What follows belongs to an exercise in optimizing a design on an open flow for small area, a short achievable clock period and few clock cycles per item; a production flow would make more cautious choices.

==> build 51: inputs <==
==> flow/design.v (excerpt) <==
module luma_block_mean_mosaic (
  input  logic                           clk,
  input  logic                           rst_n,
  input  logic                           in_valid,
  output logic                           in_ready,
  input  logic [lbmm_pkg::PIX_W-1:0]     in_pixel,
  input  logic                           in_frame_start,
  output logic                           out_valid,
  input  logic                           out_ready,
  output logic [lbmm_pkg::COORD_W-1:0]   out_block_column,
  output logic [lbmm_pkg::COORD_W-1:0]   out_block_row,
  output logic [lbmm_pkg::MEAN_W-1:0]    out_mean_luma,
  output logic                           out_frame_last,
  input  logic                           cfg_valid,
  output logic                           cfg_ready,
  input  logic [lbmm_pkg::CFG_IDX_W-1:0] cfg_index,
  input  logic [lbmm_pkg::CFG_W-1:0]     cfg_data
);
clock: 12.0 ns
lec_check: 0
cap_margin: 20
core_margin: 2
core_utilization: 35
cts_cluster_diameter: 80
cts_cluster_size: 20
place_density: 0.5
slew_margin: 20
synth_memory_max_bits: 4096
standard.sh (not shown) runs the stock make flow with config.mk's settings and CLKGATE_MAP_FILE= SYNTH_SCRIPT=/design/flow/synth_recipe.tcl, a recipe that flattens the netlist after the stock synthesis.
==> flow/flow/run.sh <==
#!/bin/bash
# Standard ORFS layout, with repair_timing asked for extra setup margin so
# that it keeps improving paths well below the design's clock period.
set -euo pipefail
bash standard.sh SETUP_SLACK_MARGIN=8.6 finish > standard_flow.log 2>&1
==> inputs of build 13, as changes to build 51 <==
==> flow/config.mk (replaced) <==
export PLATFORM = sky130hd
export DESIGN_NAME = luma_block_mean_mosaic
export DESIGN_NICKNAME = luma_block_mean_mosaic
export VERILOG_FILES = /design/flow/design.v
export SDC_FILE = /design/flow/constraint.sdc
export NUM_CORES = 4
export LEC_CHECK = 0
export CAP_MARGIN = 20
export CORE_MARGIN = 2
export CORE_UTILIZATION = 35
export CTS_CLUSTER_DIAMETER = 100
export CTS_CLUSTER_SIZE = 25
export PLACE_DENSITY = 0.5
export SLEW_MARGIN = 20
export SYNTH_MEMORY_MAX_BITS = 4096
==> inputs of trial 95, as changes to build 51 <==
--- a/flow/design.v
+++ b/flow/design.v
@@ -16,45 +16,45 @@
   input  logic       clk,
   input  logic [9:0] len,        
   input  logic [1:0] wdigit,
   output logic [1:0] rdigit
 );
   logic [9:0] segsel;
   always_ff @(posedge clk) begin
-    if (len >= 10'd505) begin
-      segsel <= {1'b1, 9'(len - 10'd505)};
+    if (len >= 10'd497) begin
+      segsel <= {1'b1, 9'(len - 10'd497)};
     end else begin
       segsel <= {1'b0, len[8:0]};
     end
   end
-  logic [1:0] s505 [505];
+  logic [1:0] s497 [497];
   logic [1:0] s256 [256];
   logic [1:0] s128 [128];
   logic [1:0] s64  [64];
   logic [1:0] s32  [32];
   logic [1:0] s16  [16];
   logic [1:0] s8   [8];
   logic [1:0] s4   [4];
   logic [1:0] s2   [2];
   logic [1:0] s1;
-  logic [1:0] c505, c256, c128, c64, c32, c16, c8, c4, c2, c1;
-  assign c505 = segsel[9] ? s505[504] : wdigit;
-  assign c256 = segsel[8] ? s256[255] : c505;
+  logic [1:0] c497, c256, c128, c64, c32, c16, c8, c4, c2, c1;
+  assign c497 = segsel[9] ? s497[496] : wdigit;
+  assign c256 = segsel[8] ? s256[255] : c497;
   assign c128 = segsel[7] ? s128[127] : c256;
   assign c64  = segsel[6] ? s64[63]   : c128;
   assign c32  = segsel[5] ? s32[31]   : c64;
   assign c16  = segsel[4] ? s16[15]   : c32;
   assign c8   = segsel[3] ? s8[7]     : c16;
   assign c4   = segsel[2] ? s4[3]     : c8;
   assign c2   = segsel[1] ? s2[1]     : c4;
   assign c1   = segsel[0] ? s1        : c2;
   always_ff @(posedge clk) begin
-    s505[0] <= wdigit;
-    for (int i = 1; i < 505; i++) s505[i] <= s505[i-1];
-    s256[0] <= c505;
+    s497[0] <= wdigit;
+    for (int i = 1; i < 497; i++) s497[i] <= s497[i-1];
+    s256[0] <= c497;
     for (int i = 1; i < 256; i++) s256[i] <= s256[i-1];
     s128[0] <= c256;
     for (int i = 1; i < 128; i++) s128[i] <= s128[i-1];
     s64[0] <= c128;
     for (int i = 1; i < 64; i++) s64[i] <= s64[i-1];
     s32[0] <= c64;
     for (int i = 1; i < 32; i++) s32[i] <= s32[i-1];
@@ -69,20 +69,21 @@
     s1 <= c2;
   end
   assign rdigit = c1;
 endmodule
 module lbmm_div (
   input  logic        clk,
   input  logic        rst_n,
-  input  logic        load,
-  input  logic [13:0] dividend,
+  input  logic        load_hdr,
   input  logic [6:0]  divisor,      
   input  logic [6:0]  bc,
   input  logic [8:0]  br,
   input  logic        last,
+  input  logic        load_sum,
+  input  logic [13:0] dividend,
   output logic        free,
   input  logic        out_ready,
   output logic        out_valid,
   output logic [8:0]  out_block_column,
   output logic [8:0]  out_block_row,
   output logic [7:0]  out_mean_luma,
   output logic        out_frame_last
@@ -120,59 +121,71 @@
     end
   end
   always_ff @(posedge clk) begin
     if (!rst_n) begin
       busy_r  <= 1'b0;
       valid_r <= 1'b0;
       cnt_r   <= '0;
-    end else if (load) begin
+    end else if (load_sum) begin
       busy_r  <= 1'b1;
       cnt_r   <= '0;
     end else if (busy_r) begin
       cnt_r <= cnt_r + 3'd1;
       if (cnt_r == 3'd4) begin
         busy_r  <= 1'b0;
         valid_r <= 1'b1;
       end
     end else if (out_ready) begin
       valid_r <= 1'b0;
     end
   end
+  logic [7:0] mean_r;
   always_ff @(posedge clk) begin
     if (!rst_n) begin
-      q_r    <= '0;
+      mean_r <= '0;
       bc_r   <= '0;
       br_r   <= '0;
       last_r <= 1'b0;
-    end else if (load) begin
-      q_r    <= dividend[7:0];
-      bc_r   <= bc;
-      br_r   <= br;
-      last_r <= last;
+    end else begin
+      if (load_hdr) begin
+        bc_r   <= bc;
+        br_r   <= br;
+        last_r <= last;
+      end
+      if (busy_r && (cnt_r == 3'd4)) begin
+        mean_r <= {q_r[5:0], qd};
+      end
+    end
+  end
+  always_ff @(posedge clk) begin
+    if (load_sum) begin
+      q_r <= dividend[7:0];
     end else if (busy_r && (cnt_r != '0)) begin
-      q_r    <= {q_r[5:0], qd};
+      q_r <= {q_r[5:0], qd};
     end
   end
   always_ff @(posedge clk) begin
-    if (load) begin
+    if (load_hdr) begin
+      d_r <= divisor;
+    end
+    if (load_sum) begin
       rem_r <= dividend[13:8];
-      d_r   <= divisor;
     end else if (busy_r) begin
       if (cnt_r == '0) begin
         d3_r <= 8'({1'b0, d_r} + {d_r, 1'b0});
       end else begin
         rem_r <= rnx;
       end
     end
   end
   assign free             = ~busy_r & ~valid_r;
   assign out_valid        = valid_r;
   assign out_block_column = {2'b00, bc_r};
   assign out_block_row    = br_r;
-  assign out_mean_luma    = q_r;
+  assign out_mean_luma    = mean_r;
   assign out_frame_last   = last_r;
 endmodule
 module lbmm_ctrl (
   input  logic       clk,
   input  logic       rst_n,
   input  logic       hold,          
   input  logic       in_valid,
@@ -184,27 +197,36 @@
   output logic       a_valid,
   output logic [7:0] a_pixel,
   output logic       a_first
 );
   logic       a_v_r, s_v_r, rdy_r, crdy_r;
   logic [7:0] a_pix_r, s_pix_r;
   logic       a_fs_r, s_fs_r;
+  logic       nfs_r, in_first;    
   logic       take, a_free;
   logic       a_v_nxt, s_v_nxt;
   assign take   = in_valid & rdy_r;
   assign a_free = ~a_v_r | consume;
   always_comb begin
     if (a_free) begin
       a_v_nxt = s_v_r | take;
       s_v_nxt = s_v_r & take;
     end else begin
       a_v_nxt = 1'b1;
       s_v_nxt = s_v_r | take;
     end
   end
+  assign in_first = in_frame_start | nfs_r;
+  always_ff @(posedge clk) begin
+    if (!rst_n) begin
+      nfs_r <= 1'b1;
+    end else if (take) begin
+      nfs_r <= 1'b0;
+    end
+  end
   always_ff @(posedge clk) begin
     if (!rst_n) begin
       a_v_r    <= 1'b0;
       s_v_r    <= 1'b0;
       rdy_r    <= 1'b0;
       crdy_r   <= 1'b0;
     end else begin
@@ -217,20 +239,20 @@
   always_ff @(posedge clk) begin
     if (a_free) begin
       if (s_v_r) begin
         a_pix_r <= s_pix_r;
         a_fs_r  <= s_fs_r;
       end else begin
         a_pix_r <= in_pixel;
-        a_fs_r  <= in_frame_start;
+        a_fs_r  <= in_first;
       end
     end
     if ((a_free & s_v_r) | (~a_free & ~s_v_r)) begin
       s_pix_r <= in_pixel;
-      s_fs_r  <= in_frame_start;
+      s_fs_r  <= in_first;
     end
   end
   assign in_ready  = rdy_r;
   assign cfg_ready = crdy_r;
   assign a_valid  = a_v_r;
   assign a_pixel  = a_pix_r;
   assign a_first  = a_fs_r;
@@ -291,18 +313,20 @@
       end
     end
   end
   logic [6:0] dll_r;
   always_ff @(posedge clk) begin
     dll_r <= 7'((4'(last_rx_r) + 4'd1) * (4'(last_ry_r) + 4'd1));
   end
-  assign l0 = (last_bc_r == '0);
-  assign b0 = (last_br_r == '0);
-  assign w1 = l0 & (last_rx_r == '0);
-  assign h1 = b0 & (last_ry_r == '0);
+  always_ff @(posedge clk) begin
+    l0 <= (last_bc_r == '0);
+    b0 <= (last_br_r == '0);
+    w1 <= (last_bc_r == '0) & (last_rx_r == '0);
+    h1 <= (last_br_r == '0) & (last_ry_r == '0);
+  end
   assign cfg_busy = cfg_v_r;
   logic [6:0] ph_t_r;
   logic [2:0] ph_p_r;
   logic       run_r;
   logic       proc;
   logic [6:0] ph_t_n;
   logic [2:0] ph_p_n;
@@ -335,42 +359,41 @@
   logic [2:0] rx_r, ry_r;
   logic [6:0] bc_r;
   logic [8:0] br_r;
   logic       lt_r, lb_r;      
   logic       re_r, ce_r;      
   logic       le_r, be_r;      
   logic       z_r;             
-  logic       pv_r;            
   logic       eq_r, ge_r, eq1_r, ph0_r, ph1_r;
   logic [2:0] rx, ry;
   logic [6:0] bc;
   logic [8:0] br;
   logic       lt, lb, re, ce, le, be, z;
   logic       inw, late, emit, p_ok, short_r;
   logic       defer_r, div_free;
   logic [6:0] divisor;
   logic [2:0] rx_n, ry_n;
   logic [6:0] bc_n;
   logic [8:0] br_n;
   logic       lt_n, lb_n, re_n, ce_n, le_n, be_n;
   always_comb begin
-    if (a_first || !pv_r) begin
+    if (a_first) begin
       rx = '0; ry = '0; bc = '0; br = '0;
       lt = l0; lb = b0;
       re = w1; ce = w1;
       le = h1; be = h1;
       z  = 1'b1;
     end else begin
       rx = rx_r; ry = ry_r; bc = bc_r; br = br_r;
       lt = lt_r; lb = lb_r;
       re = re_r; ce = ce_r;
       le = le_r; be = be_r;
       z  = z_r;
     end
-    if (a_first || !pv_r) begin
+    if (a_first) begin
       inw  = ph0_r;
       late = ~short_r & ph1_r;
     end else begin
       inw  = eq_r & ge_r;
       late = ~short_r & eq1_r;
     end
     emit    = ce & be;
@@ -417,21 +440,14 @@
       ce_n = re_n;
     end else begin
       rx_n = rx + 3'd1;
       re_n = lt & (rx_n == last_rx_r);
       ce_n = (rx_n == 3'd7) | re_n;
     end
   end
-  always_ff @(posedge clk) begin
-    if (!rst_n) begin
-      pv_r <= 1'b0;
-    end else if (proc) begin
-      pv_r <= 1'b1;
-    end
-  end
   logic [6:0] bc_d;
   logic [2:0] rx_d;
   assign bc_d = proc ? bc_n : bc_r;
   assign rx_d = proc ? rx_n : rx_r;
   always_ff @(posedge clk) begin
     eq_r  <= (ph_t_n == bc_d);
     ge_r  <= (ph_p_n >= rx_d);
@@ -444,113 +460,135 @@
       rx_r <= rx_n; ry_r <= ry_n; bc_r <= bc_n; br_r <= br_n;
       lt_r <= lt_n; lb_r <= lb_n;
       re_r <= re_n; ce_r <= ce_n; le_r <= le_n; be_r <= be_n;
       z_r  <= (rx_n == '0) & (ry_n == '0);
     end
   end
   assign consume = proc;
-  logic [1:0]  rdigit;
-  logic [13:0] dser_r, wb_r, sr_r, rlast_r;
-  logic [10:0] acc_r, acc_n;
-  logic        ignw_r, ignw_n;
-  logic [13:0] base, padd, total, fin;
-  logic        p_in, p_late, wb_load, sr_load;
+  logic        wb_load, sr_load;
   logic [7:0]  wb_dly_r;
+  logic        b_v_r, b_lt_r, b_in_r, b_late_r, b_z_r, b_emit_r;
+  logic        b_wbl_r, b_srl_r;
+  logic [7:0]  b_pix_r;
+  logic        hdr_load, dfr_load;
   always_ff @(posedge clk) begin
     short_r <= (last_bc_r == 7'd1);
   end
-  assign p_in    = proc & ~lt & inw;
-  assign p_late  = proc & ~lt & ~inw;
   assign wb_load = (ph_p_r == 3'd7) && (ph_t_r != last_bc_r);
   assign sr_load = short_r ? wb_load : wb_dly_r[7];
-  always_comb begin
-    if (lt)       base = rlast_r;
-    else if (inw) base = 14'(acc_r);
-    else          base = wb_r;
-    padd   = (z ? 14'd0 : base) + 14'(a_pixel);
-    acc_n  = p_in ? padd[10:0] : acc_r;
-    ignw_n = ignw_r | (p_in & z);
-    total  = (ignw_n ? 14'd0 : dser_r) + ((p_in & z) ? 14'd0 : 14'(acc_r))
-           + (p_in ? 14'(a_pixel) : 14'd0);
-    fin    = p_late ? padd : wb_r;
-  end
   always_ff @(posedge clk) begin
-    dser_r   <= {rdigit, dser_r[13:2]};
     wb_dly_r <= {wb_dly_r[6:0], wb_load};
-    acc_r    <= wb_load ? 11'd0 : acc_n;
-    ignw_r   <= wb_load ? 1'b0 : ignw_n;
-    if (wb_load) begin
+    b_wbl_r  <= wb_load;
+    b_srl_r  <= sr_load;
+    b_lt_r   <= lt;
+    b_in_r   <= ~lt & inw;
+    b_late_r <= ~lt & ~inw;
+    b_z_r    <= z;
+    b_pix_r  <= a_pixel;
+    if (!rst_n) begin
+      b_v_r    <= 1'b0;
+      b_emit_r <= 1'b0;
+    end else begin
+      b_v_r    <= proc;
+      b_emit_r <= hdr_load & ~dfr_load;
+    end
+  end
+  logic [1:0]  rdigit;
+  logic [13:0] dser_r, wb_r, sr_r, rlast_r;
+  logic [10:0] acc_r, acc_n;
+  logic        ignw_r, ignw_n;
+  logic [13:0] base, padd, total, fin;
+  logic        b_in, b_late;
+  assign b_in   = b_v_r & b_in_r;
+  assign b_late = b_v_r & b_late_r;
+  always_comb begin
+    if (b_lt_r)      base = rlast_r;
+    else if (b_in_r) base = 14'(acc_r);
+    else             base = wb_r;
+    padd   = (b_z_r ? 14'd0 : base) + 14'(b_pix_r);
+    acc_n  = b_in ? padd[10:0] : acc_r;
+    ignw_n = ignw_r | (b_in & b_z_r);
+    total  = b_in ? (((ignw_r | b_z_r) ? 14'd0 : dser_r) + (b_z_r ? 14'd0 : 14'(acc_r))
+                     + 14'(b_pix_r))
+                  : ((ignw_r ? 14'd0 : dser_r) + 14'(acc_r));
+    fin    = b_late ? padd : wb_r;
+  end
+  always_ff @(posedge clk) begin
+    dser_r <= {rdigit, dser_r[13:2]};
+    acc_r  <= b_wbl_r ? 11'd0 : acc_n;
+    ignw_r <= b_wbl_r ? 1'b0 : ignw_n;
+    if (b_wbl_r) begin
       wb_r <= total;
-    end else if (p_late) begin
+    end else if (b_late) begin
       wb_r <= padd;
     end
-    if (sr_load) begin
+    if (b_srl_r) begin
       sr_r <= short_r ? total : fin;
     end else begin
       sr_r <= {2'b00, sr_r[13:2]};
     end
-    if (proc & lt) begin
+    if (b_v_r & b_lt_r) begin
       rlast_r <= padd;
     end
   end
   lbmm_ram u_ring (
     .clk    (clk),
     .len    ({last_bc_r, last_rx_r} - (short_r ? 10'd7 : 10'd15)),
     .wdigit (sr_r[1:0]),
     .rdigit (rdigit)
   );
-  logic        div_load;
+  logic        can_emit;
   logic [8:0]  d_br_r;
   logic        d_last_r, d_lb_r;
-  logic [13:0] ld_sum;
   logic [6:0]  ld_div, ld_bc;
   logic [8:0]  ld_br;
   logic        ld_last;
-  assign p_ok     = lt ? ~defer_r : (~emit | (div_free & ~defer_r));
-  assign div_load = (defer_r | (proc & emit)) & div_free;
+  assign can_emit = div_free & ~b_emit_r;
+  assign p_ok     = lt ? ~defer_r : (~emit | (can_emit & ~defer_r));
+  assign dfr_load = defer_r & can_emit & ~(b_v_r & b_lt_r);
+  assign hdr_load = dfr_load | (proc & emit & can_emit);
   always_ff @(posedge clk) begin
     if (!rst_n) begin
       defer_r <= 1'b0;
     end else if (defer_r) begin
-      defer_r <= ~div_free;
+      defer_r <= ~dfr_load;
     end else begin
-      defer_r <= proc & emit & lt & ~div_free;
+      defer_r <= proc & emit & lt & ~can_emit;
     end
   end
   always_ff @(posedge clk) begin
     if (~defer_r) begin
       d_br_r   <= br;
       d_last_r <= re & le;
       d_lb_r   <= lb;
     end
   end
   always_comb begin
-    if (defer_r) begin
-      ld_sum  = rlast_r;
+    if (dfr_load) begin
       ld_div  = d_lb_r ? dll_r : {(4'(last_rx_r) + 4'd1), 3'b000};
       ld_bc   = last_bc_r;
       ld_br   = d_br_r;
       ld_last = d_last_r;
     end else begin
-      ld_sum  = (~lt & inw) ? total : padd;
       ld_div  = divisor;
       ld_bc   = bc;
       ld_br   = br;
       ld_last = re & le;
     end
   end
   lbmm_div u_div (
     .clk              (clk),
     .rst_n            (rst_n),
-    .load             (div_load),
-    .dividend         (ld_sum),
+    .load_hdr         (hdr_load),
     .divisor          (ld_div),
     .bc               (ld_bc),
     .br               (ld_br),
     .last             (ld_last),
+    .load_sum         (b_emit_r | dfr_load),
+    .dividend         (dfr_load ? rlast_r : (b_in_r ? total : padd)),
     .free             (div_free),
     .out_ready        (out_ready),
     .out_valid        (out_valid),
     .out_block_column (out_block_column),
     .out_block_row    (out_block_row),
     .out_mean_luma    (out_mean_luma),
     .out_frame_last   (out_frame_last)
==> flow/config.mk (replaced) <==
export PLATFORM = sky130hd
export DESIGN_NAME = luma_block_mean_mosaic
export DESIGN_NICKNAME = luma_block_mean_mosaic
export VERILOG_FILES = /design/flow/design.v
export SDC_FILE = /design/flow/constraint.sdc
export NUM_CORES = 4
export LEC_CHECK = 0
export CAP_MARGIN = 20
export CORE_MARGIN = 2
export CORE_UTILIZATION = 55
export CTS_CLUSTER_DIAMETER = 100
export CTS_CLUSTER_SIZE = 25
export PLACE_DENSITY = 0.65
export SLEW_MARGIN = 20
export SYNTH_MEMORY_MAX_BITS = 4096
==> out/metrics.csv <==
stage,metric,value,unit
run_status,outcome,timing/DRC/antenna clean,
die,die_x,325,µm
drt,routed_wirelength,81400,µm
worst_setup_path,arrival,4.18,ns
cts,post_cts_buffers,29,
synth,synth_cells,3782,
finish,fin_nets,4067,
worst_setup_path,cp-startpoint,u_dp.b_z_r,
worst_setup_path,cp.required,12.54,ns
synth,synthAdderAreaFrac,2.78,%
drt,m1WireLength,42600,µm
global_routing,grtUsageMet3,3.25,%
drt,met3WireLength,4190,µm
die,n_tap_cell,1368,
finish,fillCellCount,7832,
timing,fin_crit,3.65,ns
finish,layout.nonclk_buf_share,2.00,%
die,row_count,117,
finish,top_register,u_dp.u_ring.s497,
# the run above: trial 95

==> out/metrics.csv <==
stage,metric,value,unit
run_status,outcome,timing/DRC/antenna clean,
die,n_tap_cell,2072,
synth,synthAdderAreaFrac,2.54,%
synth,synth_cells,3747,
drt,m1WireLength,45400,µm
global_routing,grtUsageMet3,2.51,%
worst_setup_path,cp.required,12.46,ns
drt,detail_route.iter0.violations,1473,
finish,fin_nets,4069,
drt,routed_wirelength,87700,µm
die,row_count,146,
cts,post_cts_buffers,67,
worst_setup_path,cp-startpoint,u_dp.last_bc_r[2],
finish,layout.nonclk_buf_share,2.58,%
timing,worstMarginPinSlew,1.19,ns
drt,met3WireLength,4180,µm
finish,fillCellCount,14600,
worst_setup_path,arrival,5.73,ns
finish,top_register,u_dp.u_ring.s505,
# the run above: build 13

==> out/metrics.csv <==
stage,metric,value,unit
finish,antenna_cells,0,
drt,routed_wirelength,87500,µm
finish,utilization,40.9,%
die,row_count,146,
finish,layout.nonclk_buf_share,2.51,%
finish,top_register,u_dp.u_ring.s505,
finish,fillCellCount,14500,
cts,post_cts_buffers,66,
timing,slew_viol_final,0,
synth,synth_cells,3747,
timing,fin_crit,5.20,ns
hold_path,hold_depth,0,
finish,final_common_cell,dfxtp_1,
worst_setup_path,arrival,5.70,ns
timing,whs,0.309,ns
die,n_tap_cell,2072,
die,die_x,404,µm
finish,seq_area,46700,µm²
global_routing,grtUsageMet3,2.85,%
placed_design,placed_area,59000,µm²
run_status,outcome,timing/DRC/antenna clean,
worst_setup_path,cp.required,12.50,ns
# the run above: build 51

No functional check of the RTL was part of any run of this note.

-- re-timing with driven ports --
Ports are ideal in the flow. The routed layouts listed here were re-timed in OpenROAD. Step 1, drivers: a clkbuf_16 drives clk and a buf_2 each remaining input, both assumed. Step 2, shift: input delay + t, output delay - t, t = (earliest + latest rising clock arrival at the registers) / 2. This alone moves slack from input paths to output paths. a / b / c = ideal / step 1 / step 2; a / b = the first two.
| run | t (ns) | setup slack, ns | slew at the worst register clock pin (ns) | pins driven straight from the clock port |
|---|---|---|---|---|
| build 51 | 0.837 | 6.798 / 6.798 / 6.798 | 0.09 / 0.09 | 1 |
| build 13 | 0.787 | 6.729 / 6.729 / 6.729 | 0.11 / 0.11 | 1 |
| trial 95 | 0.758 | 8.351 / 8.338 / 8.241 | 0.11 / 0.11 | 1 |
After both steps every run listed still meets setup and hold. For trial 95, which loses most, drivers alone change the setup slack by -0.013 ns; drivers and shift together by -0.110 ns.
